Source: an optimization exercise on an open RTL-to-GDS flow (aim: small area and a short achievable clock period). Production flows keep margins and buffers that such runs may drop.
RTL that was checked went through simulation tests only; none was proved equivalent to the original.
Function not checked in run 2: the RTL went through the layout flow alone.
Power and IR drop assume default switching activity.

==> flow/design.v (outline; a module is shown in full before it is edited, if it fits) <==
// module ycc_sat: 6 lines
// module ycc_ch0: 642 lines
// module ycc_ch1: 419 lines
// module ycc_ch2: 378 lines
// module ycc_dsel: 6 lines
// module ycc_ha: 4 lines
// module ycc_fa: 4 lines
// module ycbcr_rgb_color_convert: 82 lines
module ycbcr_rgb_color_convert
(
	input  logic                  clk,
	input  logic                  arst_n,
	input  logic                  start,
	output logic                  busy,
	input  logic [COMP_W-1:0]     comp0,
	input  logic [COMP_W-1:0]     comp1,
	input  logic [COMP_W-1:0]     comp2,
	input  logic                  frame_end,
	output logic                  done,
	output logic [COMP_W-1:0]     out0,
	output logic [COMP_W-1:0]     out1,
	output logic [COMP_W-1:0]     out2,
	output logic                  last_pixel,
	input  logic                  cfg_wr_en,
	input  logic [CFG_IDX_W-1:0]  cfg_index,
	input  logic [CFG_DATA_W-1:0] cfg_data
);
  // ...
==> flow/flow/run.sh <==
#!/bin/bash
# Layout flow: the standard ORFS flow (standard.sh, unchanged synthesis), with plain buffers
# (buf_1) instead of the default delay-cell buffers on the input and output ports. Each tool's
# full output is kept: ORFS's per-step logs under orfs/logs/, and make's own output in
# flow_make.log in this folder.
set -euo pipefail
bash standard.sh "BUFFER_PORTS_ARGS=-buffer_cell sky130_fd_sc_hd__buf_1" RECOVER_POWER=100 finish > flow_make.log 2>&1
test -s out/final.def
==> flow/standard.sh <==
#!/bin/bash
# synth_recipe.tcl (not shown) runs the flow's synth.tcl, then flattens the netlist and writes it again
# the make line also repeats each setting of config.mk as NAME=value (left out here)
make -C /OpenROAD-flow-scripts/flow DESIGN_CONFIG=/design/flow/config.mk WORK_HOME=/design/flow/orfs CLKGATE_MAP_FILE= SYNTH_SCRIPT=/design/flow/synth_recipe.tcl "${@:-finish}"
==> flow/config.mk <==
export PLATFORM = sky130hd
export DESIGN_NAME = ycbcr_rgb_color_convert
export DESIGN_NICKNAME = ycbcr_rgb_color_convert
export VERILOG_FILES = /design/flow/design.v
export SDC_FILE = /design/flow/constraint.sdc
export NUM_CORES = 4
export LEC_CHECK = 0
export CAP_MARGIN = 20
export CORE_MARGIN = 2
export CORE_UTILIZATION = 40
export CTS_BUF_LIST = sky130_fd_sc_hd__clkbuf_8
export SETUP_SLACK_MARGIN = 3.6
export SLEW_MARGIN = 20
export SYNTH_HIERARCHICAL = 1
==> flow/constraint.sdc <==
create_clock -name core_clock -period 6.5 [get_ports {clk}]
set_input_delay 1.3000 -clock core_clock [delete_from_list [all_inputs] [get_ports {clk}]]
set_output_delay 1.3000 -clock core_clock [all_outputs]
set_load 0.01 [all_outputs]
==> impl_metrics.ini, run 1 <==
[status]
outcome = finished with violations
violated_checks = capacitance limit, slew limit

[clock_network]
post_cts_resize_count = 42

[floorplanning]
die_h_um = 185
placementRows = 66
core_area_um2 = 32500
nWellTaps = 442

[timing]
period_needed_ps = 4000
timing.final.setup_violations = 0
min_period_over_period_pct = 61.6
final-max-slew-violation-count = 40

[finish]
finalNonFillerCells = 1814
non_clock_buffer_count = 97
number_of_sequential_cells_in_the_layout = 172
area.growth.synth_to_final_pct = 11.1
clock_area_share_pct = 2.60
nonClockInverterCount = 78
layout.cells.most_common_list = fa_1 (170), dfxtp_1 (144), nand2_1 (116)

[place]
post-dp-hpwl_um = 25100
place.gp.congestion = 0.892
placed_cells_incl_taps = 1753

[synth]
synth.cell_area_um2 = 13100
synth_top_area_share_pct = 26.2
synth_mux_area_share_pct = 4.58
syn_area_per_cell_um2 = 10.3
syn-instance-count = 1280
synth_top_cell_by_area = fa_1
yosysMostFrequentCell = fa_1
main_combinational_cell_family_by_area_after_synthesis = adder cells

[grt]
grtUsageTotal_pct = 20.2
number_of_global_route_vias_before_repair = 9701
initial_antenna_violation_count = 0

[detailed_routing]
met3RoutedLength_um = 1960
post_drt_wl_per_cell_um = 18.4

[critical_path]
largest_stage_delay_worst_path_ps = 990
crit_end = u_ch2.c_q$_DFF_P_

[flow_run]
drv.max_cap_violation_count = 1

[pwr]
internal_power_w = 0.00462
combinationalPower_w = 0.00616
==> module ycc_ch0, before the edit <==
module ycc_ch0 (
	input  logic       clk,
	input  logic       dir_in,
	input  logic [7:0] x0,
	input  logic [8:0] x1,
	input  logic [8:0] x2,
	output logic [7:0] o
);
	logic [0:0] sel, nsel;
	logic [19:0] r0, r0_q, r1, r1_q, t;
	logic c, c_q;
	logic p0_1;
	logic p0_2;
	logic p0_3;
	logic p0_4;
	logic p0_5;
	logic p0_6;
	logic p0_7;
	logic p0_8;
	logic p0_9;
	logic p0_10;
	logic p0_11;
	logic p0_12;
	logic p0_13;
	logic p0_14;
	logic p0_15;
	logic p0_16;
	logic p0_17;
	logic p0_18;
	logic p0_19;
	logic p0_20;
	logic p0_21;
	logic p0_22;
	logic p0_23;
	logic p0_24;
	logic p0_25;
	logic p0_26;
	logic p0_27;
	logic p0_28;
	logic p0_29;
	logic p0_30;
	logic p0_31;
	logic p0_32;
	logic p0_33;
	logic p0_34;
	logic p0_35;
	logic p0_36;
	logic p0_37;
	logic p0_38;
	logic p0_39;
	logic p0_40;
	logic p0_41;
	logic p0_42;
	logic p0_43;
	logic p0_44;
	logic p0_45;
	logic p0_46;
	logic p0_47;
	logic p0_48;
	logic p0_49;
	logic p0_50;
	logic p0_51;
	logic p0_52;
	logic p0_53;
	logic p0_54;
	logic p0_55;
	logic p0_56;
	logic p0_57;
	logic p0_58;
	logic p0_59;
	logic p0_60;
	logic p0_61;
	logic p0_62;
	logic p0_63;
	logic p0_64;
	logic p0_65;
	logic p0_66;
	logic p0_67;
	logic p0_68;
	logic p0_69;
	logic p0_70;
	logic p0_71;
	logic p0_72;
	logic p0_73;
	logic p0_74;
	logic p0_75;
	logic p0_76;
	logic p0_77;
	logic p0_78;
	logic p0_79;
	logic p0_80;
	logic p0_81;
	logic p0_82;
	logic p0_83;
	logic p0_84;
	logic p0_85;
	logic p0_86;
	logic p0_87;
	logic p0_88;
	logic p0_89;
	logic p0_90;
	logic p0_91;
	logic p0_92;
	logic p0_93;
	logic p0_94;
	logic p0_95;
	logic p0_96;
	logic p0_97;
	logic p0_98;
	logic p0_99;
	logic p0_100;
	logic p0_101;
	logic p0_102;
	logic p0_103;
	logic p0_104;
	logic p0_105;
	logic p0_106;
	logic p0_107;
	logic p0_108;
	logic p0_109;
	logic p0_110;
	logic p0_111;
	logic s0_112;
	logic c0_113;
	logic s0_114;
	logic c0_115;
	logic s0_116;
	logic c0_117;
	logic s0_118;
	logic c0_119;
	logic s0_120;
	logic c0_121;
	logic s0_122;
	logic c0_123;
	logic s0_124;
	logic c0_125;
	logic s0_126;
	logic c0_127;
	logic s0_128;
	logic c0_129;
	logic s0_130;
	logic c0_131;
	logic s0_132;
	logic c0_133;
	logic s0_134;
	logic c0_135;
	logic s0_136;
	logic c0_137;
	logic s0_138;
	logic c0_139;
	logic s0_140;
	logic c0_141;
	logic s0_142;
	logic c0_143;
	logic s0_144;
	logic c0_145;
	logic s0_146;
	logic c0_147;
	logic s0_148;
	logic c0_149;
	logic s0_150;
	logic c0_151;
	logic s0_152;
	logic c0_153;
	logic s0_154;
	logic c0_155;
	logic s0_156;
	logic c0_157;
	logic s0_158;
	logic c0_159;
	logic s0_160;
	logic c0_161;
	logic s0_162;
	logic c0_163;
	logic s0_164;
	logic c0_165;
	logic s0_166;
	logic c0_167;
	logic s0_168;
	logic c0_169;
	logic s0_170;
	logic c0_171;
	logic s0_172;
	logic c0_173;
	logic s0_174;
	logic c0_175;
	logic s0_176;
	logic c0_177;
	logic s0_178;
	logic c0_179;
	logic s0_180;
	logic c0_181;
	logic s0_182;
	logic c0_183;
	logic s0_184;
	logic c0_185;
	logic s0_186;
	logic c0_187;
	logic s0_188;
	logic c0_189;
	logic s0_190;
	logic c0_191;
	logic s0_192;
	logic c0_193;
	logic s0_194;
	logic c0_195;
	logic s0_196;
	logic c0_197;
	logic s0_198;
	logic c0_199;
	logic s0_200;
	logic c0_201;
	logic s0_202;
	logic c0_203;
	logic s0_204;
	logic c0_205;
	logic s0_206;
	logic c0_207;
	logic s0_208;
	logic c0_209;
	logic s0_210;
	logic c0_211;
	logic s0_212;
	logic c0_213;
	logic s0_214;
	logic c0_215;
	logic s0_216;
	logic c0_217;
	logic s0_218;
	logic c0_219;
	logic s0_220;
	logic c0_221;
	logic s0_222;
	logic c0_223;
	logic s0_224;
	logic c0_225;
	logic s0_226;
	logic c0_227;
	logic s0_228;
	logic c0_229;
	logic s0_230;
	logic c0_231;
	logic s0_232;
	logic c0_233;
	logic s0_234;
	logic c0_235;
	logic s0_236;
	logic c0_237;
	logic s0_238;
	logic c0_239;
	logic s0_240;
	logic c0_241;
	logic s0_242;
	logic c0_243;
	logic s0_244;
	logic c0_245;
	logic s0_246;
	logic c0_247;
	logic s0_248;
	logic c0_249;
	logic s0_250;
	logic c0_251;
	logic s0_252;
	logic c0_253;
	logic s0_254;
	logic c0_255;
	logic s0_256;
	logic c0_257;
	logic s0_258;
	logic c0_259;
	logic s0_260;
	logic c0_261;
	logic s0_262;
	logic c0_263;
	logic s0_264;
	logic c0_265;
	logic s0_266;
	logic c0_267;
	logic s0_268;
	logic c0_269;
	logic s0_270;
	logic c0_271;
	logic s0_272;
	logic c0_273;
	logic s0_274;
	logic c0_275;
	logic s0_276;
	logic c0_277;
	logic s0_278;
	logic c0_279;
	logic s0_280;
	logic c0_281;
	logic s0_282;
	logic c0_283;
	logic s0_284;
	logic c0_285;
	logic s0_286;
	logic c0_287;
	logic s0_288;
	logic c0_289;
	logic s0_290;
	logic c0_291;
	logic s0_292;
	logic c0_293;
	logic s0_294;
	logic c0_295;
	logic s0_296;
	logic c0_297;
	logic s0_298;
	logic c0_299;
	logic s0_300;
	logic c0_301;
	logic s0_302;
	logic c0_303;
	logic s0_304;
	logic c0_305;
	logic s0_306;
	logic c0_307;
	logic s0_308;
	logic c0_309;
	logic s0_310;
	logic c0_311;
	logic s0_312;
	logic c0_313;
	logic s0_314;
	logic c0_315;
	logic s0_316;
	logic c0_317;
	logic s0_318;
	logic c0_319;
	logic s0_320;
	logic c0_321;
	logic g0_322;
	logic q0_323;
	logic g0_324;
	logic q0_325;
	logic g0_326;
	logic q0_327;
	logic g0_328;
	logic q0_329;
	logic g0_330;
	logic q0_331;
	logic g0_332;
	logic q0_333;
	logic g0_334;
	logic q0_335;
	logic g0_336;
	logic q0_337;
	logic g0_338;
	logic q0_339;
	logic g0_340;
	logic q0_341;
	logic g0_342;
	logic q0_343;
	ycc_dsel u_dsel0 (.clk(clk), .d(dir_in), .q(sel[0]), .qn(nsel[0]));
	assign p0_1 = sel[0] & ~x1[0];
	assign p0_2 = sel[0] & ~x2[0];
	assign p0_3 = sel[0] ? ~x1[1] : ~x2[0];
	assign p0_4 = sel[0] ? ~x2[1] : 1'b1;
	assign p0_5 = ~x1[0];
	assign p0_6 = sel[0] ? ~x1[2] : ~x2[1];
	assign p0_7 = sel[0] ? ~x2[2] : 1'b1;
	assign p0_8 = ~x1[1];
	assign p0_9 = sel[0] ? ~x1[3] : ~x2[2];
	assign p0_10 = nsel[0] & x2[0];
	assign p0_11 = sel[0] & ~x2[3];
	assign p0_12 = ~x1[2];
	assign p0_13 = sel[0] ? ~x1[4] : ~x2[3];
	assign p0_14 = sel[0] ? ~x2[0] : x2[1];
	assign p0_15 = sel[0] & x1[0];
	assign p0_16 = sel[0] & ~x2[4];
	assign p0_17 = ~x1[3];
	assign p0_18 = sel[0] ? ~x1[5] : ~x2[4];
	assign p0_19 = sel[0] ? ~x2[1] : x2[2];
	assign p0_20 = sel[0] ? x1[1] : ~x2[0];
	assign p0_21 = nsel[0] & x1[0];
	assign p0_22 = sel[0] ? ~x2[5] : 1'b1;
	assign p0_23 = ~x1[4];
	assign p0_24 = sel[0] ? ~x1[6] : ~x2[5];
	assign p0_25 = sel[0] ? ~x2[2] : x2[3];
	assign p0_26 = sel[0] ? x1[2] : ~x2[1];
	assign p0_27 = sel[0] ? x2[0] : x1[1];
	assign p0_28 = sel[0] & ~x2[6];
	assign p0_29 = ~x1[5];
	assign p0_30 = sel[0] ? ~x1[7] : ~x2[6];
	assign p0_31 = sel[0] ? ~x2[3] : x2[4];
	assign p0_32 = sel[0] ? x1[3] : ~x2[2];
	assign p0_33 = sel[0] ? x2[1] : x1[2];
	assign p0_34 = sel[0] & x1[0];
	assign p0_35 = sel[0] & ~x2[7];
	assign p0_36 = ~x1[6];
	assign p0_37 = sel[0] ? x2[0] : x1[0];
	assign p0_38 = sel[0] ? ~x1[8] : ~x2[7];
	assign p0_39 = sel[0] ? ~x2[4] : x2[5];
	assign p0_40 = sel[0] ? x1[4] : ~x2[3];
	assign p0_41 = sel[0] ? x2[2] : x1[3];
	assign p0_42 = sel[0] ? x1[1] : 1'b1;
	assign p0_43 = sel[0] & ~x2[8];
	assign p0_44 = ~x1[7];
	assign p0_45 = sel[0] ? x2[1] : x1[1];
	assign p0_46 = sel[0] ? ~x2[5] : x2[6];
	assign p0_47 = sel[0] ? x1[5] : ~x2[4];
	assign p0_48 = sel[0] ? x2[3] : x1[4];
	assign p0_49 = sel[0] & x1[2];
	assign p0_50 = ~x1[8];
	assign p0_51 = sel[0] ? x2[2] : x1[2];
	assign p0_52 = sel[0] ? ~x2[6] : x2[7];
	assign p0_53 = sel[0] ? x1[6] : ~x2[5];
	assign p0_54 = sel[0] ? x2[4] : x1[5];
	assign p0_55 = sel[0] ? ~x1[0] : 1'b1;
	assign p0_56 = sel[0] & ~x2[0];
	assign p0_57 = sel[0] & x1[3];
	assign p0_58 = sel[0] ? x2[3] : x1[3];
	assign p0_59 = sel[0] & ~x2[7];
	assign p0_60 = sel[0] ? x1[7] : ~x2[6];
	assign p0_61 = sel[0] ? x2[5] : x1[6];
	assign p0_62 = sel[0] ? ~x1[1] : x1[0];
	assign p0_63 = sel[0] ? ~x2[1] : x2[0];
	assign p0_64 = sel[0] & x1[4];
	assign p0_65 = sel[0] ? x2[4] : x1[4];
	assign p0_66 = sel[0] ? ~x2[8] : 1'b1;
	assign p0_67 = sel[0] ? x1[8] : ~x2[7];
	assign p0_68 = sel[0] ? x2[6] : x1[7];
	assign p0_69 = sel[0] ? ~x1[2] : x1[1];
	assign p0_70 = sel[0] ? ~x2[2] : x2[1];
	assign p0_71 = sel[0] & x1[0];
	assign p0_72 = sel[0] & x1[5];
	assign p0_73 = sel[0] ? x2[5] : x1[5];
	assign p0_74 = sel[0] & x2[7];
	assign p0_75 = sel[0] ? ~x1[3] : x1[2];
	assign p0_76 = sel[0] ? ~x2[3] : x2[2];
	assign p0_77 = sel[0] & x1[1];
	assign p0_78 = sel[0] & x1[6];
	assign p0_79 = sel[0] ? x2[6] : x1[6];
	assign p0_80 = sel[0] ? x2[8] : 1'b1;
	assign p0_81 = sel[0] ? ~x1[4] : x1[3];
	assign p0_82 = sel[0] ? ~x2[4] : x2[3];
	assign p0_83 = sel[0] & x1[2];
	assign p0_84 = sel[0] & x1[7];
	assign p0_85 = sel[0] ? x2[7] : x1[7];
	assign p0_86 = sel[0] ? ~x1[5] : x1[4];
	assign p0_87 = sel[0] ? ~x2[5] : x2[4];
	assign p0_88 = sel[0] ? x1[3] : ~x2[0];
	assign p0_89 = sel[0] ? x1[8] : 1'b1;
	assign p0_90 = sel[0] & x2[8];
	assign p0_91 = sel[0] ? ~x1[6] : x1[5];
	assign p0_92 = sel[0] ? ~x2[6] : x2[5];
	assign p0_93 = sel[0] ? x1[4] : ~x2[1];
	assign p0_94 = nsel[0] & ~x1[0];
	assign p0_95 = sel[0] ? ~x1[7] : x1[6];
	assign p0_96 = sel[0] ? ~x2[7] : x2[6];
	assign p0_97 = sel[0] ? x1[5] : ~x2[2];
	assign p0_98 = sel[0] ? 1'b1 : ~x1[1];
	assign p0_99 = sel[0] ? ~x1[8] : x1[7];
	assign p0_100 = sel[0] ? ~x2[8] : x2[7];
	assign p0_101 = sel[0] ? x1[6] : ~x2[3];
	assign p0_102 = sel[0] ? 1'b1 : ~x1[2];
	assign p0_103 = sel[0] ? x1[7] : ~x2[4];
	assign p0_104 = nsel[0] & ~x1[3];
	assign p0_105 = sel[0] ? x1[8] : ~x2[5];
	assign p0_106 = nsel[0] & ~x1[4];
	assign p0_107 = nsel[0] & ~x2[6];
	assign p0_108 = nsel[0] & ~x1[5];
	assign p0_109 = nsel[0] & ~x2[7];
	assign p0_110 = nsel[0] & ~x1[6];
	assign p0_111 = sel[0] ? 1'b1 : ~x1[7];
	ycc_ha u_s0_112 (.a(p0_29), .b(p0_30), .s(s0_112), .co(c0_113));
	ycc_fa u_s0_114 (.a(p0_36), .b(p0_37), .c(p0_38), .s(s0_114), .co(c0_115));
	ycc_ha u_s0_116 (.a(p0_39), .b(p0_40), .s(s0_116), .co(c0_117));
	ycc_fa u_s0_118 (.a(p0_44), .b(sel[0]), .c(p0_45), .s(s0_118), .co(c0_119));
	ycc_ha u_s0_120 (.a(p0_46), .b(p0_47), .s(s0_120), .co(c0_121));
	ycc_fa u_s0_122 (.a(p0_50), .b(p0_51), .c(p0_52), .s(s0_122), .co(c0_123));
	ycc_fa u_s0_124 (.a(p0_53), .b(p0_54), .c(p0_55), .s(s0_124), .co(c0_125));
	ycc_fa u_s0_126 (.a(p0_58), .b(p0_59), .c(p0_60), .s(s0_126), .co(c0_127));
	ycc_ha u_s0_128 (.a(p0_61), .b(p0_62), .s(s0_128), .co(c0_129));
	ycc_fa u_s0_130 (.a(p0_65), .b(p0_66), .c(p0_67), .s(s0_130), .co(c0_131));
	ycc_fa u_s0_132 (.a(p0_68), .b(p0_69), .c(p0_70), .s(s0_132), .co(c0_133));
	ycc_fa u_s0_134 (.a(x2[0]), .b(sel[0]), .c(p0_73), .s(s0_134), .co(c0_135));
	ycc_fa u_s0_136 (.a(p0_74), .b(p0_75), .c(p0_76), .s(s0_136), .co(c0_137));
	ycc_fa u_s0_138 (.a(x2[1]), .b(x1[0]), .c(p0_79), .s(s0_138), .co(c0_139));
	ycc_fa u_s0_140 (.a(p0_80), .b(p0_81), .c(p0_82), .s(s0_140), .co(c0_141));
	ycc_fa u_s0_142 (.a(x2[2]), .b(x1[1]), .c(p0_85), .s(s0_142), .co(c0_143));
	ycc_ha u_s0_144 (.a(p0_86), .b(p0_87), .s(s0_144), .co(c0_145));
	ycc_fa u_s0_146 (.a(x2[3]), .b(x1[2]), .c(x0[0]), .s(s0_146), .co(c0_147));
	ycc_fa u_s0_148 (.a(p0_90), .b(p0_91), .c(p0_92), .s(s0_148), .co(c0_149));
	ycc_fa u_s0_150 (.a(x2[4]), .b(x1[3]), .c(x0[1]), .s(s0_150), .co(c0_151));
	ycc_ha u_s0_152 (.a(p0_95), .b(p0_96), .s(s0_152), .co(c0_153));
	ycc_fa u_s0_154 (.a(x2[5]), .b(x1[4]), .c(x0[2]), .s(s0_154), .co(c0_155));
	ycc_ha u_s0_156 (.a(p0_99), .b(p0_100), .s(s0_156), .co(c0_157));
	ycc_fa u_s0_158 (.a(x2[6]), .b(x1[5]), .c(nsel[0]), .s(s0_158), .co(c0_159));
	ycc_fa u_s0_160 (.a(p0_12), .b(sel[0]), .c(p0_13), .s(s0_160), .co(c0_161));
	ycc_fa u_s0_162 (.a(p0_17), .b(p0_18), .c(p0_19), .s(s0_162), .co(c0_163));
	ycc_ha u_s0_164 (.a(p0_20), .b(p0_21), .s(s0_164), .co(c0_165));
	ycc_fa u_s0_166 (.a(p0_23), .b(p0_24), .c(p0_25), .s(s0_166), .co(c0_167));
	ycc_fa u_s0_168 (.a(p0_26), .b(p0_27), .c(p0_28), .s(s0_168), .co(c0_169));
	ycc_fa u_s0_170 (.a(p0_31), .b(p0_32), .c(p0_33), .s(s0_170), .co(c0_171));
	ycc_fa u_s0_172 (.a(p0_34), .b(p0_35), .c(s0_112), .s(s0_172), .co(c0_173));
	ycc_fa u_s0_174 (.a(p0_41), .b(p0_42), .c(p0_43), .s(s0_174), .co(c0_175));
	ycc_fa u_s0_176 (.a(c0_113), .b(s0_116), .c(s0_114), .s(s0_176), .co(c0_177));
	ycc_fa u_s0_178 (.a(p0_48), .b(p0_49), .c(c0_117), .s(s0_178), .co(c0_179));
	ycc_fa u_s0_180 (.a(s0_120), .b(c0_115), .c(s0_118), .s(s0_180), .co(c0_181));
	ycc_fa u_s0_182 (.a(p0_56), .b(p0_57), .c(c0_121), .s(s0_182), .co(c0_183));
	ycc_fa u_s0_184 (.a(c0_119), .b(s0_122), .c(s0_124), .s(s0_184), .co(c0_185));
	ycc_fa u_s0_186 (.a(p0_63), .b(p0_64), .c(s0_128), .s(s0_186), .co(c0_187));
	ycc_fa u_s0_188 (.a(c0_123), .b(c0_125), .c(s0_126), .s(s0_188), .co(c0_189));
	ycc_fa u_s0_190 (.a(p0_71), .b(p0_72), .c(c0_129), .s(s0_190), .co(c0_191));
	ycc_fa u_s0_192 (.a(c0_127), .b(s0_130), .c(s0_132), .s(s0_192), .co(c0_193));
	ycc_fa u_s0_194 (.a(p0_77), .b(p0_78), .c(c0_131), .s(s0_194), .co(c0_195));
	ycc_fa u_s0_196 (.a(c0_133), .b(s0_134), .c(s0_136), .s(s0_196), .co(c0_197));
	ycc_fa u_s0_198 (.a(p0_83), .b(p0_84), .c(c0_135), .s(s0_198), .co(c0_199));
	ycc_fa u_s0_200 (.a(c0_137), .b(s0_138), .c(s0_140), .s(s0_200), .co(c0_201));
	ycc_fa u_s0_202 (.a(p0_88), .b(p0_89), .c(s0_144), .s(s0_202), .co(c0_203));
	ycc_fa u_s0_204 (.a(c0_139), .b(c0_141), .c(s0_142), .s(s0_204), .co(c0_205));
	ycc_fa u_s0_206 (.a(p0_93), .b(p0_94), .c(c0_145), .s(s0_206), .co(c0_207));
	ycc_fa u_s0_208 (.a(s0_146), .b(c0_143), .c(s0_148), .s(s0_208), .co(c0_209));
	ycc_fa u_s0_210 (.a(p0_97), .b(p0_98), .c(c0_147), .s(s0_210), .co(c0_211));
	ycc_fa u_s0_212 (.a(s0_152), .b(s0_150), .c(c0_149), .s(s0_212), .co(c0_213));
	ycc_fa u_s0_214 (.a(p0_101), .b(p0_102), .c(c0_153), .s(s0_214), .co(c0_215));
	ycc_fa u_s0_216 (.a(c0_151), .b(s0_156), .c(s0_154), .s(s0_216), .co(c0_217));
	ycc_fa u_s0_218 (.a(x0[3]), .b(p0_103), .c(p0_104), .s(s0_218), .co(c0_219));
	ycc_fa u_s0_220 (.a(s0_158), .b(c0_157), .c(c0_155), .s(s0_220), .co(c0_221));
	ycc_fa u_s0_222 (.a(x2[7]), .b(x1[6]), .c(x0[4]), .s(s0_222), .co(c0_223));
	ycc_fa u_s0_224 (.a(c0_159), .b(p0_105), .c(p0_106), .s(s0_224), .co(c0_225));
	ycc_fa u_s0_226 (.a(x2[8]), .b(x1[7]), .c(x0[5]), .s(s0_226), .co(c0_227));
	ycc_ha u_s0_228 (.a(p0_107), .b(p0_108), .s(s0_228), .co(c0_229));
	ycc_fa u_s0_230 (.a(x1[8]), .b(x0[6]), .c(p0_109), .s(s0_230), .co(c0_231));
	ycc_ha u_s0_232 (.a(p0_5), .b(sel[0]), .s(s0_232), .co(c0_233));
	ycc_fa u_s0_234 (.a(p0_8), .b(p0_9), .c(p0_10), .s(s0_234), .co(c0_235));
	ycc_fa u_s0_236 (.a(p0_14), .b(p0_15), .c(p0_16), .s(s0_236), .co(c0_237));
	ycc_fa u_s0_238 (.a(p0_22), .b(s0_164), .c(c0_161), .s(s0_238), .co(c0_239));
	ycc_fa u_s0_240 (.a(c0_165), .b(c0_163), .c(s0_166), .s(s0_240), .co(c0_241));
	ycc_fa u_s0_242 (.a(c0_167), .b(c0_169), .c(s0_170), .s(s0_242), .co(c0_243));
	ycc_fa u_s0_244 (.a(c0_171), .b(s0_174), .c(c0_173), .s(s0_244), .co(c0_245));
	ycc_fa u_s0_246 (.a(c0_175), .b(s0_178), .c(c0_177), .s(s0_246), .co(c0_247));
	ycc_fa u_s0_248 (.a(c0_179), .b(s0_182), .c(c0_181), .s(s0_248), .co(c0_249));
	ycc_fa u_s0_250 (.a(c0_183), .b(s0_186), .c(c0_185), .s(s0_250), .co(c0_251));
	ycc_fa u_s0_252 (.a(s0_190), .b(c0_187), .c(c0_189), .s(s0_252), .co(c0_253));
	ycc_fa u_s0_254 (.a(c0_191), .b(s0_194), .c(c0_193), .s(s0_254), .co(c0_255));
	ycc_fa u_s0_256 (.a(c0_195), .b(s0_198), .c(c0_197), .s(s0_256), .co(c0_257));
	ycc_fa u_s0_258 (.a(s0_202), .b(c0_199), .c(c0_201), .s(s0_258), .co(c0_259));
	ycc_fa u_s0_260 (.a(s0_206), .b(c0_203), .c(c0_205), .s(s0_260), .co(c0_261));
	ycc_fa u_s0_262 (.a(c0_207), .b(s0_210), .c(s0_212), .s(s0_262), .co(c0_263));
	ycc_fa u_s0_264 (.a(c0_211), .b(s0_214), .c(c0_213), .s(s0_264), .co(c0_265));
	ycc_fa u_s0_266 (.a(s0_218), .b(c0_215), .c(s0_220), .s(s0_266), .co(c0_267));
	ycc_fa u_s0_268 (.a(s0_222), .b(c0_219), .c(s0_224), .s(s0_268), .co(c0_269));
	ycc_fa u_s0_270 (.a(c0_223), .b(s0_228), .c(s0_226), .s(s0_270), .co(c0_271));
	ycc_fa u_s0_272 (.a(p0_110), .b(c0_229), .c(c0_227), .s(s0_272), .co(c0_273));
	ycc_ha u_s0_274 (.a(x0[7]), .b(p0_111), .s(s0_274), .co(c0_275));
	ycc_ha u_s0_276 (.a(sel[0]), .b(p0_3), .s(s0_276), .co(c0_277));
	ycc_fa u_s0_278 (.a(s0_232), .b(p0_6), .c(p0_7), .s(s0_278), .co(c0_279));
	ycc_fa u_s0_280 (.a(c0_233), .b(p0_11), .c(s0_234), .s(s0_280), .co(c0_281));
	ycc_fa u_s0_282 (.a(c0_235), .b(s0_160), .c(s0_236), .s(s0_282), .co(c0_283));
	ycc_fa u_s0_284 (.a(c0_237), .b(s0_162), .c(s0_238), .s(s0_284), .co(c0_285));
	ycc_fa u_s0_286 (.a(s0_168), .b(c0_239), .c(s0_240), .s(s0_286), .co(c0_287));
	ycc_fa u_s0_288 (.a(s0_172), .b(c0_241), .c(s0_242), .s(s0_288), .co(c0_289));
	ycc_fa u_s0_290 (.a(c0_243), .b(s0_176), .c(s0_244), .s(s0_290), .co(c0_291));
	ycc_fa u_s0_292 (.a(s0_180), .b(c0_245), .c(s0_246), .s(s0_292), .co(c0_293));
	ycc_fa u_s0_294 (.a(s0_184), .b(c0_247), .c(s0_248), .s(s0_294), .co(c0_295));
	ycc_fa u_s0_296 (.a(s0_188), .b(c0_249), .c(s0_250), .s(s0_296), .co(c0_297));
	ycc_fa u_s0_298 (.a(s0_192), .b(c0_251), .c(s0_252), .s(s0_298), .co(c0_299));
	ycc_fa u_s0_300 (.a(s0_196), .b(c0_253), .c(s0_254), .s(s0_300), .co(c0_301));
	ycc_fa u_s0_302 (.a(s0_200), .b(c0_255), .c(s0_256), .s(s0_302), .co(c0_303));
	ycc_fa u_s0_304 (.a(s0_204), .b(c0_257), .c(s0_258), .s(s0_304), .co(c0_305));
	ycc_fa u_s0_306 (.a(s0_208), .b(c0_259), .c(s0_260), .s(s0_306), .co(c0_307));
	ycc_fa u_s0_308 (.a(c0_209), .b(c0_261), .c(s0_262), .s(s0_308), .co(c0_309));
	ycc_fa u_s0_310 (.a(s0_216), .b(s0_264), .c(c0_263), .s(s0_310), .co(c0_311));
	ycc_fa u_s0_312 (.a(c0_217), .b(s0_266), .c(c0_265), .s(s0_312), .co(c0_313));
	ycc_fa u_s0_314 (.a(c0_221), .b(s0_268), .c(c0_267), .s(s0_314), .co(c0_315));
	ycc_fa u_s0_316 (.a(c0_225), .b(s0_270), .c(c0_269), .s(s0_316), .co(c0_317));
	ycc_fa u_s0_318 (.a(s0_230), .b(s0_272), .c(c0_271), .s(s0_318), .co(c0_319));
	ycc_fa u_s0_320 (.a(s0_274), .b(c0_231), .c(c0_273), .s(s0_320), .co(c0_321));
	assign g0_322 = p0_1 & p0_2;
	assign q0_323 = p0_1 | p0_2;
	assign g0_324 = p0_4 & s0_276;
	assign q0_325 = p0_4 | s0_276;
	assign g0_326 = s0_278 & c0_277;
	assign q0_327 = s0_278 | c0_277;
	assign g0_328 = s0_280 & c0_279;
	assign q0_329 = s0_280 | c0_279;
	assign g0_330 = s0_282 & c0_281;
	assign q0_331 = s0_282 | c0_281;
	assign g0_332 = s0_284 & c0_283;
	assign q0_333 = s0_284 | c0_283;
	assign g0_334 = g0_324 | (q0_325 & g0_322);
	assign q0_335 = q0_325 & q0_323;
	assign g0_336 = g0_326 | (q0_327 & g0_334);
	assign q0_337 = q0_327 & q0_335;
	assign g0_338 = g0_328 | (q0_329 & g0_336);
	assign q0_339 = q0_329 & q0_337;
	assign g0_340 = g0_330 | (q0_331 & g0_338);
	assign q0_341 = q0_331 & q0_339;
	assign g0_342 = g0_332 | (q0_333 & g0_340);
	assign q0_343 = q0_333 & q0_341;
	assign r0 = {1'b0, c0_275, s0_320, s0_318, s0_316, s0_314, s0_312, s0_310, s0_308, s0_306, s0_304, s0_302, s0_300, s0_298, s0_296, s0_294, s0_292, s0_290, s0_288, s0_286};
	assign r1 = {1'b0, c0_321, c0_319, c0_317, c0_315, c0_313, c0_311, c0_309, c0_307, c0_305, c0_303, c0_301, c0_299, c0_297, c0_295, c0_293, c0_291, c0_289, c0_287, c0_285};
	assign c = g0_342;
	always_ff @(posedge clk) begin
		r0_q[0] <= r0[0];
		r0_q[1] <= r0[1];
		r0_q[2] <= r0[2];
		r0_q[3] <= r0[3];
		r0_q[4] <= r0[4];
		r0_q[5] <= r0[5];
		r0_q[6] <= r0[6];
		r0_q[7] <= r0[7];
		r0_q[8] <= r0[8];
		r0_q[9] <= r0[9];
		r0_q[10] <= r0[10];
		r0_q[11] <= r0[11];
		r0_q[12] <= r0[12];
		r0_q[13] <= r0[13];
		r0_q[14] <= r0[14];
		r0_q[15] <= r0[15];
		r0_q[16] <= r0[16];
		r0_q[17] <= r0[17];
		r0_q[18] <= r0[18];
		r1_q[0] <= r1[0];
		r1_q[1] <= r1[1];
		r1_q[2] <= r1[2];
		r1_q[3] <= r1[3];
		r1_q[4] <= r1[4];
		r1_q[5] <= r1[5];
		r1_q[6] <= r1[6];
		r1_q[7] <= r1[7];
		r1_q[8] <= r1[8];
		r1_q[9] <= r1[9];
		r1_q[10] <= r1[10];
		r1_q[11] <= r1[11];
		r1_q[12] <= r1[12];
		r1_q[13] <= r1[13];
		r1_q[14] <= r1[14];
		r1_q[15] <= r1[15];
		r1_q[16] <= r1[16];
		r1_q[17] <= r1[17];
		r1_q[18] <= r1[18];
		c_q <= c;
	end
	assign r0_q[19] = 1'b0;
	assign r1_q[19] = 1'b0;
	assign t = {1'b0, r0_q[18], r0_q[17], r0_q[16], r0_q[15], r0_q[14], r0_q[13], r0_q[12], r0_q[11], r0_q[10], r0_q[9], r0_q[8], r0_q[7], r0_q[6], r0_q[5], r0_q[4], r0_q[3], r0_q[2], r0_q[1], r0_q[0]} + {1'b0, r1_q[18], r1_q[17], r1_q[16], r1_q[15], r1_q[14], r1_q[13], r1_q[12], r1_q[11], r1_q[10], r1_q[9], r1_q[8], r1_q[7], r1_q[6], r1_q[5], r1_q[4], r1_q[3], r1_q[2], r1_q[1], r1_q[0]} + c_q;
	ycc_sat u_sat (.t(t[19:10]), .y(o));
endmodule
==> inputs of run 2 (changes only) <==
--- a/flow/design.v
+++ b/flow/design.v
@@ -12,17 +12,17 @@
 module ycc_ch0 (
 	input  logic       clk,
 	input  logic       dir_in,
 	input  logic [7:0] x0,
 	input  logic [8:0] x1,
 	input  logic [8:0] x2,
 	output logic [7:0] o
 );
-	logic [0:0] sel, nsel;
+	logic [2:0] sel, nsel;
 	logic [19:0] r0, r0_q, r1, r1_q, t;
 	logic c, c_q;
 	logic p0_1;
 	logic p0_2;
 	logic p0_3;
 	logic p0_4;
 	logic p0_5;
 	logic p0_6;
@@ -359,16 +359,18 @@
 	logic q0_337;
 	logic g0_338;
 	logic q0_339;
 	logic g0_340;
 	logic q0_341;
 	logic g0_342;
 	logic q0_343;
 	ycc_dsel u_dsel0 (.clk(clk), .d(dir_in), .q(sel[0]), .qn(nsel[0]));
+	ycc_dsel u_dsel1 (.clk(clk), .d(dir_in), .q(sel[1]), .qn(nsel[1]));
+	ycc_dsel u_dsel2 (.clk(clk), .d(dir_in), .q(sel[2]), .qn(nsel[2]));
 	assign p0_1 = sel[0] & ~x1[0];
 	assign p0_2 = sel[0] & ~x2[0];
 	assign p0_3 = sel[0] ? ~x1[1] : ~x2[0];
 	assign p0_4 = sel[0] ? ~x2[1] : 1'b1;
 	assign p0_5 = ~x1[0];
 	assign p0_6 = sel[0] ? ~x1[2] : ~x2[1];
 	assign p0_7 = sel[0] ? ~x2[2] : 1'b1;
 	assign p0_8 = ~x1[1];
@@ -407,79 +409,79 @@
 	assign p0_41 = sel[0] ? x2[2] : x1[3];
 	assign p0_42 = sel[0] ? x1[1] : 1'b1;
 	assign p0_43 = sel[0] & ~x2[8];
 	assign p0_44 = ~x1[7];
 	assign p0_45 = sel[0] ? x2[1] : x1[1];
 	assign p0_46 = sel[0] ? ~x2[5] : x2[6];
 	assign p0_47 = sel[0] ? x1[5] : ~x2[4];
 	assign p0_48 = sel[0] ? x2[3] : x1[4];
-	assign p0_49 = sel[0] & x1[2];
+	assign p0_49 = sel[1] & x1[2];
 	assign p0_50 = ~x1[8];
-	assign p0_51 = sel[0] ? x2[2] : x1[2];
-	assign p0_52 = sel[0] ? ~x2[6] : x2[7];
-	assign p0_53 = sel[0] ? x1[6] : ~x2[5];
-	assign p0_54 = sel[0] ? x2[4] : x1[5];
-	assign p0_55 = sel[0] ? ~x1[0] : 1'b1;
-	assign p0_56 = sel[0] & ~x2[0];
-	assign p0_57 = sel[0] & x1[3];
-	assign p0_58 = sel[0] ? x2[3] : x1[3];
-	assign p0_59 = sel[0] & ~x2[7];
-	assign p0_60 = sel[0] ? x1[7] : ~x2[6];
-	assign p0_61 = sel[0] ? x2[5] : x1[6];
-	assign p0_62 = sel[0] ? ~x1[1] : x1[0];
-	assign p0_63 = sel[0] ? ~x2[1] : x2[0];
-	assign p0_64 = sel[0] & x1[4];
-	assign p0_65 = sel[0] ? x2[4] : x1[4];
-	assign p0_66 = sel[0] ? ~x2[8] : 1'b1;
-	assign p0_67 = sel[0] ? x1[8] : ~x2[7];
-	assign p0_68 = sel[0] ? x2[6] : x1[7];
-	assign p0_69 = sel[0] ? ~x1[2] : x1[1];
-	assign p0_70 = sel[0] ? ~x2[2] : x2[1];
-	assign p0_71 = sel[0] & x1[0];
-	assign p0_72 = sel[0] & x1[5];
-	assign p0_73 = sel[0] ? x2[5] : x1[5];
-	assign p0_74 = sel[0] & x2[7];
-	assign p0_75 = sel[0] ? ~x1[3] : x1[2];
-	assign p0_76 = sel[0] ? ~x2[3] : x2[2];
-	assign p0_77 = sel[0] & x1[1];
-	assign p0_78 = sel[0] & x1[6];
-	assign p0_79 = sel[0] ? x2[6] : x1[6];
-	assign p0_80 = sel[0] ? x2[8] : 1'b1;
-	assign p0_81 = sel[0] ? ~x1[4] : x1[3];
-	assign p0_82 = sel[0] ? ~x2[4] : x2[3];
-	assign p0_83 = sel[0] & x1[2];
-	assign p0_84 = sel[0] & x1[7];
-	assign p0_85 = sel[0] ? x2[7] : x1[7];
-	assign p0_86 = sel[0] ? ~x1[5] : x1[4];
-	assign p0_87 = sel[0] ? ~x2[5] : x2[4];
-	assign p0_88 = sel[0] ? x1[3] : ~x2[0];
-	assign p0_89 = sel[0] ? x1[8] : 1'b1;
-	assign p0_90 = sel[0] & x2[8];
-	assign p0_91 = sel[0] ? ~x1[6] : x1[5];
-	assign p0_92 = sel[0] ? ~x2[6] : x2[5];
-	assign p0_93 = sel[0] ? x1[4] : ~x2[1];
-	assign p0_94 = nsel[0] & ~x1[0];
-	assign p0_95 = sel[0] ? ~x1[7] : x1[6];
-	assign p0_96 = sel[0] ? ~x2[7] : x2[6];
-	assign p0_97 = sel[0] ? x1[5] : ~x2[2];
-	assign p0_98 = sel[0] ? 1'b1 : ~x1[1];
-	assign p0_99 = sel[0] ? ~x1[8] : x1[7];
-	assign p0_100 = sel[0] ? ~x2[8] : x2[7];
-	assign p0_101 = sel[0] ? x1[6] : ~x2[3];
-	assign p0_102 = sel[0] ? 1'b1 : ~x1[2];
-	assign p0_103 = sel[0] ? x1[7] : ~x2[4];
-	assign p0_104 = nsel[0] & ~x1[3];
-	assign p0_105 = sel[0] ? x1[8] : ~x2[5];
-	assign p0_106 = nsel[0] & ~x1[4];
-	assign p0_107 = nsel[0] & ~x2[6];
-	assign p0_108 = nsel[0] & ~x1[5];
-	assign p0_109 = nsel[0] & ~x2[7];
-	assign p0_110 = nsel[0] & ~x1[6];
-	assign p0_111 = sel[0] ? 1'b1 : ~x1[7];
+	assign p0_51 = sel[1] ? x2[2] : x1[2];
+	assign p0_52 = sel[1] ? ~x2[6] : x2[7];
+	assign p0_53 = sel[1] ? x1[6] : ~x2[5];
+	assign p0_54 = sel[1] ? x2[4] : x1[5];
+	assign p0_55 = sel[1] ? ~x1[0] : 1'b1;
+	assign p0_56 = sel[1] & ~x2[0];
+	assign p0_57 = sel[1] & x1[3];
+	assign p0_58 = sel[1] ? x2[3] : x1[3];
+	assign p0_59 = sel[1] & ~x2[7];
+	assign p0_60 = sel[1] ? x1[7] : ~x2[6];
+	assign p0_61 = sel[1] ? x2[5] : x1[6];
+	assign p0_62 = sel[1] ? ~x1[1] : x1[0];
+	assign p0_63 = sel[1] ? ~x2[1] : x2[0];
+	assign p0_64 = sel[1] & x1[4];
+	assign p0_65 = sel[1] ? x2[4] : x1[4];
+	assign p0_66 = sel[1] ? ~x2[8] : 1'b1;
+	assign p0_67 = sel[1] ? x1[8] : ~x2[7];
+	assign p0_68 = sel[1] ? x2[6] : x1[7];
+	assign p0_69 = sel[1] ? ~x1[2] : x1[1];
+	assign p0_70 = sel[1] ? ~x2[2] : x2[1];
+	assign p0_71 = sel[1] & x1[0];
+	assign p0_72 = sel[1] & x1[5];
+	assign p0_73 = sel[1] ? x2[5] : x1[5];
+	assign p0_74 = sel[1] & x2[7];
+	assign p0_75 = sel[1] ? ~x1[3] : x1[2];
+	assign p0_76 = sel[1] ? ~x2[3] : x2[2];
+	assign p0_77 = sel[1] & x1[1];
+	assign p0_78 = sel[1] & x1[6];
+	assign p0_79 = sel[1] ? x2[6] : x1[6];
+	assign p0_80 = sel[1] ? x2[8] : 1'b1;
+	assign p0_81 = sel[1] ? ~x1[4] : x1[3];
+	assign p0_82 = sel[1] ? ~x2[4] : x2[3];
+	assign p0_83 = sel[1] & x1[2];
+	assign p0_84 = sel[1] & x1[7];
+	assign p0_85 = sel[1] ? x2[7] : x1[7];
+	assign p0_86 = sel[1] ? ~x1[5] : x1[4];
+	assign p0_87 = sel[1] ? ~x2[5] : x2[4];
+	assign p0_88 = sel[1] ? x1[3] : ~x2[0];
+	assign p0_89 = sel[1] ? x1[8] : 1'b1;
+	assign p0_90 = sel[2] & x2[8];
+	assign p0_91 = sel[2] ? ~x1[6] : x1[5];
+	assign p0_92 = sel[2] ? ~x2[6] : x2[5];
+	assign p0_93 = sel[2] ? x1[4] : ~x2[1];
+	assign p0_94 = nsel[2] & ~x1[0];
+	assign p0_95 = sel[2] ? ~x1[7] : x1[6];
+	assign p0_96 = sel[2] ? ~x2[7] : x2[6];
+	assign p0_97 = sel[2] ? x1[5] : ~x2[2];
+	assign p0_98 = sel[2] ? 1'b1 : ~x1[1];
+	assign p0_99 = sel[2] ? ~x1[8] : x1[7];
+	assign p0_100 = sel[2] ? ~x2[8] : x2[7];
+	assign p0_101 = sel[2] ? x1[6] : ~x2[3];
+	assign p0_102 = sel[2] ? 1'b1 : ~x1[2];
+	assign p0_103 = sel[2] ? x1[7] : ~x2[4];
+	assign p0_104 = nsel[2] & ~x1[3];
+	assign p0_105 = sel[2] ? x1[8] : ~x2[5];
+	assign p0_106 = nsel[2] & ~x1[4];
+	assign p0_107 = nsel[2] & ~x2[6];
+	assign p0_108 = nsel[2] & ~x1[5];
+	assign p0_109 = nsel[2] & ~x2[7];
+	assign p0_110 = nsel[2] & ~x1[6];
+	assign p0_111 = sel[2] ? 1'b1 : ~x1[7];
 	ycc_ha u_s0_112 (.a(p0_29), .b(p0_30), .s(s0_112), .co(c0_113));
 	ycc_fa u_s0_114 (.a(p0_36), .b(p0_37), .c(p0_38), .s(s0_114), .co(c0_115));
 	ycc_ha u_s0_116 (.a(p0_39), .b(p0_40), .s(s0_116), .co(c0_117));
 	ycc_fa u_s0_118 (.a(p0_44), .b(sel[0]), .c(p0_45), .s(s0_118), .co(c0_119));
 	ycc_ha u_s0_120 (.a(p0_46), .b(p0_47), .s(s0_120), .co(c0_121));
 	ycc_fa u_s0_122 (.a(p0_50), .b(p0_51), .c(p0_52), .s(s0_122), .co(c0_123));
 	ycc_fa u_s0_124 (.a(p0_53), .b(p0_54), .c(p0_55), .s(s0_124), .co(c0_125));
 	ycc_fa u_s0_126 (.a(p0_58), .b(p0_59), .c(p0_60), .s(s0_126), .co(c0_127));
@@ -654,17 +656,17 @@
 module ycc_ch1 (
 	input  logic       clk,
 	input  logic       dir_in,
 	input  logic [7:0] x0,
 	input  logic [8:0] x1,
 	input  logic [8:0] x2,
 	output logic [7:0] o
 );
-	logic [0:0] sel, nsel;
+	logic [1:0] sel, nsel;
 	logic [12:0] r0, r0_q, r1, r1_q, t;
 	logic c, c_q;
 	logic p1_1;
 	logic p1_2;
 	logic p1_3;
 	logic p1_4;
 	logic p1_5;
 	logic p1_6;
@@ -870,16 +872,17 @@
 	logic q1_206;
 	logic g1_207;
 	logic q1_208;
 	logic g1_209;
 	logic q1_210;
 	logic g1_211;
 	logic q1_212;
 	ycc_dsel u_dsel0 (.clk(clk), .d(dir_in), .q(sel[0]), .qn(nsel[0]));
+	ycc_dsel u_dsel1 (.clk(clk), .d(dir_in), .q(sel[1]), .qn(nsel[1]));
 	assign p1_1 = nsel[0] & x1[0];
 	assign p1_2 = sel[0] ? x1[0] : x1[1];
 	assign p1_3 = sel[0] ? x1[1] : x1[2];
 	assign p1_4 = nsel[0] & ~x1[0];
 	assign p1_5 = sel[0] ? x1[2] : x1[3];
 	assign p1_6 = sel[0] ? ~x1[0] : ~x1[1];
 	assign p1_7 = sel[0] ? x1[3] : x1[4];
 	assign p1_8 = sel[0] ? ~x1[1] : ~x1[2];
@@ -910,50 +913,50 @@
 	assign p1_33 = sel[0] & ~x1[8];
 	assign p1_34 = sel[0] ? x1[4] : x1[3];
 	assign p1_35 = sel[0] ? x1[2] : ~x1[1];
 	assign p1_36 = sel[0] & ~x1[0];
 	assign p1_37 = sel[0] ? x1[7] : ~x1[7];
 	assign p1_38 = sel[0] ? x2[0] : ~x1[0];
 	assign p1_39 = sel[0] ? x1[5] : x1[4];
 	assign p1_40 = sel[0] ? x1[3] : ~x1[2];
-	assign p1_41 = sel[0] & ~x1[1];
-	assign p1_42 = sel[0] & x1[8];
-	assign p1_43 = sel[0] ? x2[1] : ~x1[1];
-	assign p1_44 = sel[0] ? x1[6] : x1[5];
-	assign p1_45 = sel[0] ? x1[4] : ~x1[3];
-	assign p1_46 = sel[0] ? ~x1[2] : x0[0];
-	assign p1_47 = sel[0] ? x2[2] : ~x1[2];
-	assign p1_48 = sel[0] ? x1[7] : x1[6];
-	assign p1_49 = sel[0] ? x1[5] : ~x1[4];
-	assign p1_50 = sel[0] ? ~x1[3] : x0[1];
-	assign p1_51 = sel[0] ? 1'b1 : x1[0];
-	assign p1_52 = sel[0] ? x2[3] : ~x1[3];
-	assign p1_53 = sel[0] ? x1[8] : x1[7];
-	assign p1_54 = sel[0] ? x1[6] : ~x1[5];
-	assign p1_55 = sel[0] ? ~x1[4] : x0[2];
-	assign p1_56 = nsel[0] & x1[1];
-	assign p1_57 = sel[0] ? x2[4] : ~x1[4];
-	assign p1_58 = sel[0] ? x1[7] : ~x1[6];
-	assign p1_59 = sel[0] ? ~x1[5] : x0[3];
-	assign p1_60 = sel[0] ? 1'b1 : x1[2];
-	assign p1_61 = sel[0] ? x2[5] : ~x1[5];
-	assign p1_62 = sel[0] ? x1[8] : ~x1[7];
-	assign p1_63 = sel[0] ? ~x1[6] : x0[4];
-	assign p1_64 = nsel[0] & x1[3];
-	assign p1_65 = sel[0] ? x2[6] : ~x1[6];
-	assign p1_66 = sel[0] ? ~x1[7] : x0[5];
-	assign p1_67 = sel[0] ? 1'b1 : x1[4];
-	assign p1_68 = sel[0] ? x2[7] : ~x1[7];
-	assign p1_69 = sel[0] ? ~x1[8] : x0[6];
-	assign p1_70 = nsel[0] & x1[5];
-	assign p1_71 = sel[0] ? x2[8] : 1'b1;
-	assign p1_72 = sel[0] ? 1'b1 : x0[7];
-	assign p1_73 = nsel[0] & x1[6];
-	assign p1_74 = nsel[0] & x1[7];
+	assign p1_41 = sel[1] & ~x1[1];
+	assign p1_42 = sel[1] & x1[8];
+	assign p1_43 = sel[1] ? x2[1] : ~x1[1];
+	assign p1_44 = sel[1] ? x1[6] : x1[5];
+	assign p1_45 = sel[1] ? x1[4] : ~x1[3];
+	assign p1_46 = sel[1] ? ~x1[2] : x0[0];
+	assign p1_47 = sel[1] ? x2[2] : ~x1[2];
+	assign p1_48 = sel[1] ? x1[7] : x1[6];
+	assign p1_49 = sel[1] ? x1[5] : ~x1[4];
+	assign p1_50 = sel[1] ? ~x1[3] : x0[1];
+	assign p1_51 = sel[1] ? 1'b1 : x1[0];
+	assign p1_52 = sel[1] ? x2[3] : ~x1[3];
+	assign p1_53 = sel[1] ? x1[8] : x1[7];
+	assign p1_54 = sel[1] ? x1[6] : ~x1[5];
+	assign p1_55 = sel[1] ? ~x1[4] : x0[2];
+	assign p1_56 = nsel[1] & x1[1];
+	assign p1_57 = sel[1] ? x2[4] : ~x1[4];
+	assign p1_58 = sel[1] ? x1[7] : ~x1[6];
+	assign p1_59 = sel[1] ? ~x1[5] : x0[3];
+	assign p1_60 = sel[1] ? 1'b1 : x1[2];
+	assign p1_61 = sel[1] ? x2[5] : ~x1[5];
+	assign p1_62 = sel[1] ? x1[8] : ~x1[7];
+	assign p1_63 = sel[1] ? ~x1[6] : x0[4];
+	assign p1_64 = nsel[1] & x1[3];
+	assign p1_65 = sel[1] ? x2[6] : ~x1[6];
+	assign p1_66 = sel[1] ? ~x1[7] : x0[5];
+	assign p1_67 = sel[1] ? 1'b1 : x1[4];
+	assign p1_68 = sel[1] ? x2[7] : ~x1[7];
+	assign p1_69 = sel[1] ? ~x1[8] : x0[6];
+	assign p1_70 = nsel[1] & x1[5];
+	assign p1_71 = sel[1] ? x2[8] : 1'b1;
+	assign p1_72 = sel[1] ? 1'b1 : x0[7];
+	assign p1_73 = nsel[1] & x1[6];
+	assign p1_74 = nsel[1] & x1[7];
 	ycc_fa u_s1_75 (.a(sel[0]), .b(p1_23), .c(p1_24), .s(s1_75), .co(c1_76));
 	ycc_fa u_s1_77 (.a(sel[0]), .b(p1_28), .c(p1_29), .s(s1_77), .co(c1_78));
 	ycc_fa u_s1_79 (.a(sel[0]), .b(p1_32), .c(p1_33), .s(s1_79), .co(c1_80));
 	ycc_ha u_s1_81 (.a(p1_34), .b(p1_35), .s(s1_81), .co(c1_82));
 	ycc_fa u_s1_83 (.a(sel[0]), .b(p1_37), .c(p1_38), .s(s1_83), .co(c1_84));
 	ycc_fa u_s1_85 (.a(p1_39), .b(p1_40), .c(p1_41), .s(s1_85), .co(c1_86));
 	ycc_fa u_s1_87 (.a(p1_42), .b(p1_43), .c(p1_44), .s(s1_87), .co(c1_88));
 	ycc_ha u_s1_89 (.a(p1_45), .b(p1_46), .s(s1_89), .co(c1_90));
@@ -1073,17 +1076,17 @@
 module ycc_ch2 (
 	input  logic       clk,
 	input  logic       dir_in,
 	input  logic [7:0] x0,
 	input  logic [8:0] x1,
 	input  logic [8:0] x2,
 	output logic [7:0] o
 );
-	logic [0:0] sel, nsel;
+	logic [1:0] sel, nsel;
 	logic [12:0] r0, r0_q, r1, r1_q, t;
 	logic c, c_q;
 	logic p2_1;
 	logic p2_2;
 	logic p2_3;
 	logic p2_4;
 	logic p2_5;
 	logic p2_6;
@@ -1265,16 +1268,17 @@
 	logic q2_182;
 	logic g2_183;
 	logic q2_184;
 	logic g2_185;
 	logic q2_186;
 	logic g2_187;
 	logic q2_188;
 	ycc_dsel u_dsel0 (.clk(clk), .d(dir_in), .q(sel[0]), .qn(nsel[0]));
+	ycc_dsel u_dsel1 (.clk(clk), .d(dir_in), .q(sel[1]), .qn(nsel[1]));
 	assign p2_1 = sel[0] & ~x2[0];
 	assign p2_2 = sel[0] ? ~x2[1] : x2[0];
 	assign p2_3 = sel[0] ? ~x2[2] : x2[1];
 	assign p2_4 = sel[0] & x2[0];
 	assign p2_5 = sel[0] ? ~x2[3] : x2[2];
 	assign p2_6 = sel[0] ? x2[1] : ~x2[0];
 	assign p2_7 = sel[0] ? ~x2[4] : x2[3];
 	assign p2_8 = sel[0] ? x2[2] : ~x2[1];
@@ -1305,42 +1309,42 @@
 	assign p2_33 = sel[0] ? 1'b1 : ~x2[0];
 	assign p2_34 = sel[0] ? ~x2[2] : 1'b1;
 	assign p2_35 = sel[0] ? ~x2[7] : ~x2[6];
 	assign p2_36 = sel[0] ? ~x2[5] : x2[4];
 	assign p2_37 = sel[0] ? x1[0] : ~x2[1];
 	assign p2_38 = sel[0] ? ~x2[3] : 1'b1;
 	assign p2_39 = sel[0] ? ~x2[8] : ~x2[7];
 	assign p2_40 = sel[0] ? ~x2[6] : x2[5];
-	assign p2_41 = sel[0] ? x1[1] : ~x2[2];
-	assign p2_42 = sel[0] ? ~x2[4] : x0[0];
-	assign p2_43 = sel[0] ? ~x2[7] : x2[6];
-	assign p2_44 = sel[0] ? x1[2] : ~x2[3];
-	assign p2_45 = sel[0] ? ~x2[5] : x0[1];
-	assign p2_46 = sel[0] ? 1'b1 : x2[0];
-	assign p2_47 = sel[0] ? ~x2[8] : x2[7];
-	assign p2_48 = sel[0] ? x1[3] : ~x2[4];
-	assign p2_49 = sel[0] ? ~x2[6] : x0[2];
-	assign p2_50 = nsel[0] & x2[1];
-	assign p2_51 = sel[0] ? x1[4] : ~x2[5];
-	assign p2_52 = sel[0] ? ~x2[7] : x0[3];
-	assign p2_53 = sel[0] ? 1'b1 : x2[2];
-	assign p2_54 = sel[0] ? x1[5] : ~x2[6];
-	assign p2_55 = sel[0] ? ~x2[8] : x0[4];
-	assign p2_56 = nsel[0] & x2[3];
-	assign p2_57 = sel[0] ? x1[6] : ~x2[7];
-	assign p2_58 = sel[0] ? 1'b1 : x0[5];
-	assign p2_59 = nsel[0] & x2[4];
-	assign p2_60 = sel[0] ? x1[7] : 1'b1;
-	assign p2_61 = sel[0] ? 1'b1 : x0[6];
-	assign p2_62 = nsel[0] & x2[5];
-	assign p2_63 = sel[0] ? x1[8] : 1'b1;
-	assign p2_64 = sel[0] ? 1'b1 : x0[7];
-	assign p2_65 = nsel[0] & x2[6];
-	assign p2_66 = nsel[0] & x2[7];
+	assign p2_41 = sel[1] ? x1[1] : ~x2[2];
+	assign p2_42 = sel[1] ? ~x2[4] : x0[0];
+	assign p2_43 = sel[1] ? ~x2[7] : x2[6];
+	assign p2_44 = sel[1] ? x1[2] : ~x2[3];
+	assign p2_45 = sel[1] ? ~x2[5] : x0[1];
+	assign p2_46 = sel[1] ? 1'b1 : x2[0];
+	assign p2_47 = sel[1] ? ~x2[8] : x2[7];
+	assign p2_48 = sel[1] ? x1[3] : ~x2[4];
+	assign p2_49 = sel[1] ? ~x2[6] : x0[2];
+	assign p2_50 = nsel[1] & x2[1];
+	assign p2_51 = sel[1] ? x1[4] : ~x2[5];
+	assign p2_52 = sel[1] ? ~x2[7] : x0[3];
+	assign p2_53 = sel[1] ? 1'b1 : x2[2];
+	assign p2_54 = sel[1] ? x1[5] : ~x2[6];
+	assign p2_55 = sel[1] ? ~x2[8] : x0[4];
+	assign p2_56 = nsel[1] & x2[3];
+	assign p2_57 = sel[1] ? x1[6] : ~x2[7];
+	assign p2_58 = sel[1] ? 1'b1 : x0[5];
+	assign p2_59 = nsel[1] & x2[4];
+	assign p2_60 = sel[1] ? x1[7] : 1'b1;
+	assign p2_61 = sel[1] ? 1'b1 : x0[6];
+	assign p2_62 = nsel[1] & x2[5];
+	assign p2_63 = sel[1] ? x1[8] : 1'b1;
+	assign p2_64 = sel[1] ? 1'b1 : x0[7];
+	assign p2_65 = nsel[1] & x2[6];
+	assign p2_66 = nsel[1] & x2[7];
 	ycc_ha u_s2_67 (.a(sel[0]), .b(p2_13), .s(s2_67), .co(c2_68));
 	ycc_ha u_s2_69 (.a(p2_17), .b(p2_18), .s(s2_69), .co(c2_70));
 	ycc_fa u_s2_71 (.a(p2_21), .b(p2_22), .c(p2_23), .s(s2_71), .co(c2_72));
 	ycc_ha u_s2_73 (.a(p2_26), .b(p2_27), .s(s2_73), .co(c2_74));
 	ycc_fa u_s2_75 (.a(p2_30), .b(p2_31), .c(p2_32), .s(s2_75), .co(c2_76));
 	ycc_fa u_s2_77 (.a(sel[0]), .b(p2_35), .c(p2_36), .s(s2_77), .co(c2_78));
 	ycc_ha u_s2_79 (.a(p2_39), .b(p2_40), .s(s2_79), .co(c2_80));
 	ycc_fa u_s2_81 (.a(nsel[0]), .b(p2_43), .c(p2_44), .s(s2_81), .co(c2_82));
==> flow/flow/run.sh (replaced) <==
#!/bin/bash
# Layout flow: the standard ORFS flow (standard.sh, unchanged synthesis), with plain buffers
# (buf_1) instead of the default delay-cell buffers on the input and output ports. Each tool's
# full output is kept: ORFS's per-step logs under orfs/logs/, and make's own output in
# flow_make.log in this folder.
set -euo pipefail
bash standard.sh "BUFFER_PORTS_ARGS=-buffer_cell sky130_fd_sc_hd__buf_1" finish > flow_make.log 2>&1
test -s out/final.def
==> run 2 against run 1 <==
Against the previous run:
- the run now finishes clean
- design area grew 1.4%
- clock skew fell by 9.7 ps
- cell count about the same
- via count shrank 2.1%
- clock power is 6.8% higher
- sequential power grew 6%
- combinational power decreased by 0.8%
- register-to-register slack improved by 1200 ps
- total power is 1.3% higher
- hold slack gained 12 ps
- routed wire length down 5.3%
- count of clock-buffer cells in the layout unchanged
- largest power group unchanged
==> impl_metrics.ini, run 2 <==
[critical_path]
type_of_element_launching_the_critical_path = register
critical_path_buf_inv_count = 1
crit_fanout = 12
endpoint_kind = register
largest_stage_delay_worst_path_ps = 510
family_of_cells_with_the_greatest_summed_delay_on_the_critical_path = adder cells
crit_path_cell_trace = buf_4, nand2_1, a21boi_0, fa_1, fa_1, fa_1, fa_1
critical_path_class = register to register
worst-endpoint-required_ps = 6880
critical-path-top-cell-by-count = fa_1
critical_path_arrival_ps = 3220
timing.critical_path.slowest_stage_cell = fa_1

[detailed_routing]
route.antenna.remaining_nets = 0
initialDrtViolationCount = 567
via_per_inst = 5.17
routed_wirelength_um = 31500
dr.pass1.iters = 5
met3RoutedLength_um = 1310
route.layer.met1.wl_um = 14900
met2_length_um = 14800
route.top_layer_used = met4
drc_violation_count_after_routing = 0
post_drt_wl_per_cell_um = 17.4
vias = 9369

[timing]
timing.final.hold_violations = 0
total_negative_slack_ps = 0
holdWs_ps = 336
final-max-slew-violation-count = 0
worst_slew_margin_rel_pct = 41.2
max_slew.worst_pin.slew_ps = 881
rsz0062_at_grt = no
min_period_over_period_pct = 43.7
max_clock_freq_ghz = 0.352
timing.final.setup_violations = 0
skew_ps = 15.6
period_needed_ps = 2840

[synth]
synth.cell_area_um2 = 13400
syn_area_per_cell_um2 = 10.4
number_of_nets_in_the_synthesized_netlist = 1608
syn-instance-count = 1291
synthesis.yosys.warnings = 13

[clock_network]
tritoncts_num_sinks = 179
cts.root.buffer_cell = clkbuf_8
clock_tree.buffer_depth = 2
tritoncts_clock_tree = built
clk_transition_reported_paths_ps = 110
cts_htree_levels = 4
clock_latency_ps = 490
number_of_buffers_created_by_cts = 17

[finish]
antenna_cells_inserted = 0
layout.cells.most_common_list = fa_1 (170), dfxtp_1 (144), nand2_1 (114)
largest_registers = u_ch0.r0_q (19), u_ch0.r1_q (19)
area.growth.synth_to_final_pct = 10.2
post_route_cells_drive_above_1_share_pct = 11.6
layout_commonest_cell = fa_1
final_net_count = 1669
fin_util_pct = 44.5

[grt]
grt_remaining_overflow = 0
wire_length_of_the_first_global_routing_pass_um = 50700
grtUsageTotal_pct = 18.4
grt_max_degree = 47
initial_antenna_violation_count = 0
number_of_global_route_vias_before_repair = 9624

[floorplanning]
core_area_um2 = 33300
dieArea_um2 = 35100
initial_core_utilization_pct = 40.4
top_level_ports = 67
chipWidth_um = 187
placementRows = 67
die_h_um = 187

[hold_path]
min_path_type = register to register

[status]
outcome = timing/DRC/antenna clean

[pwr]
power_leakage_nw = 6.38
power_density_nw_per_um2 = 601
ir_worst_vdd_mv = 0.229

[place]
post-dp-hpwl_um = 24100
portBuffers = 65
place.gp.congestion = 0.879

[flow_run]
drv.max_cap_violation_count = 0
## run 2: final timing paths
path | start | endpoint | slack [ps] | depth (start not counted)
min in group asynchronous | arst_n | v1$_DFF_PN0_ | 840 | 1
max reg2reg | u_ch0.u_dsel1.q$_DFF_P_ | u_ch0.r0_q[7]$_DFF_P_ | 3660 | 7
min reg2reg | d1$_DFF_P_ | d2$_DFF_P_ | 340 | 0
max | u_ch0.u_dsel1.q$_DFF_P_ | u_ch0.r0_q[7]$_DFF_P_ | 3660 | 7
min | d1$_DFF_P_ | d2$_DFF_P_ | 340 | 0
max in group asynchronous | arst_n | dir_q$_DFFE_PN0P_ | 5190 | 1
## run 2: repair_timing
action | 4_1_cts | 5_1_grt
buffers inserted | 1 | 14
pin swaps | 0 | 5
hold buffers | 0 | 0
gates resized for setup | 38 | 27
setup endpoints to repair | 62 | 41
endpoints found under the hold margin | 0 | 0
## run 2: area by class of cell
class / count / area [um2]
Fill cell: 3170 / 18500
Multi-Input combinational cell: 991 / 9370
Sequential cell: 179 / 3720
Tap cell: 448 / 561
Timing Repair Buffer: 85 / 425
Inverter: 78 / 313
Clock buffer: 17 / 234
Clock inverter: 15 / 185
## run 2: power by group
part,leakage (nW),switching (W),internal [W]
clock,0.212,0.000475,0.000329
sequential,1.56,0.000310,0.00168
combinational,4.60,0.00338,0.00273
## run 2: per-stage QoR
stage                     cells  setup WS [ps]  cell area [um2]  total power [W]
after global placement     1766           3000            14100          0.00789
final                      1813           3660            14800          0.00891
after floorplan            1291           3500            13500          0.00657
after global routing       1813           3600            14800          0.00989
after CTS                  1799           3600            14600          0.00891
after detailed placement   1766           2950            14100          0.00800
## run 2: layer usage
layer | vias up | track usage [%]
met4 | 0 | 5.83
li1 | 4514 | -
met1 | 4565 | 25.3
met5 | - | 0
met2 | 244 | 30.1
met3 | 46 | 2.51

==> re-timing with driven ports <==
The results above use ideal ports. As a check the final layouts listed here were re-extracted and re-timed, cells and wires unchanged.
Step 1 (the two cells are an assumption about what drives the block):
set clk [get_ports {clk}]
set_driving_cell -lib_cell sky130_fd_sc_hd__clkbuf_16 $clk
set_driving_cell -lib_cell sky130_fd_sc_hd__buf_2 [delete_from_list [all_inputs] $clk]
Step 2 moves the port delays by t, midway between the first and last clock arrival at a register: inputs arrive t later, outputs are due t later. That takes back most of the time a late clock gives input paths.
Slacks: no drivers / after step 1 / after step 2; pairs: no drivers / after step 1.
run	shift t [ns]	slack for setup (ns)	latest minus earliest clock arrival (ns)	worst register clock-pin slew, ns
run 1	0.528	2.496 / 2.496 / 2.496	0.025 / 0.025	0.12 / 0.12
run 2	0.527	3.661 / 3.661 / 3.248	0.016 / 0.016	0.11 / 0.11
For run 2, which loses most, drivers alone change the setup slack by 0.000 ns; drivers and shift together by -0.413 ns.
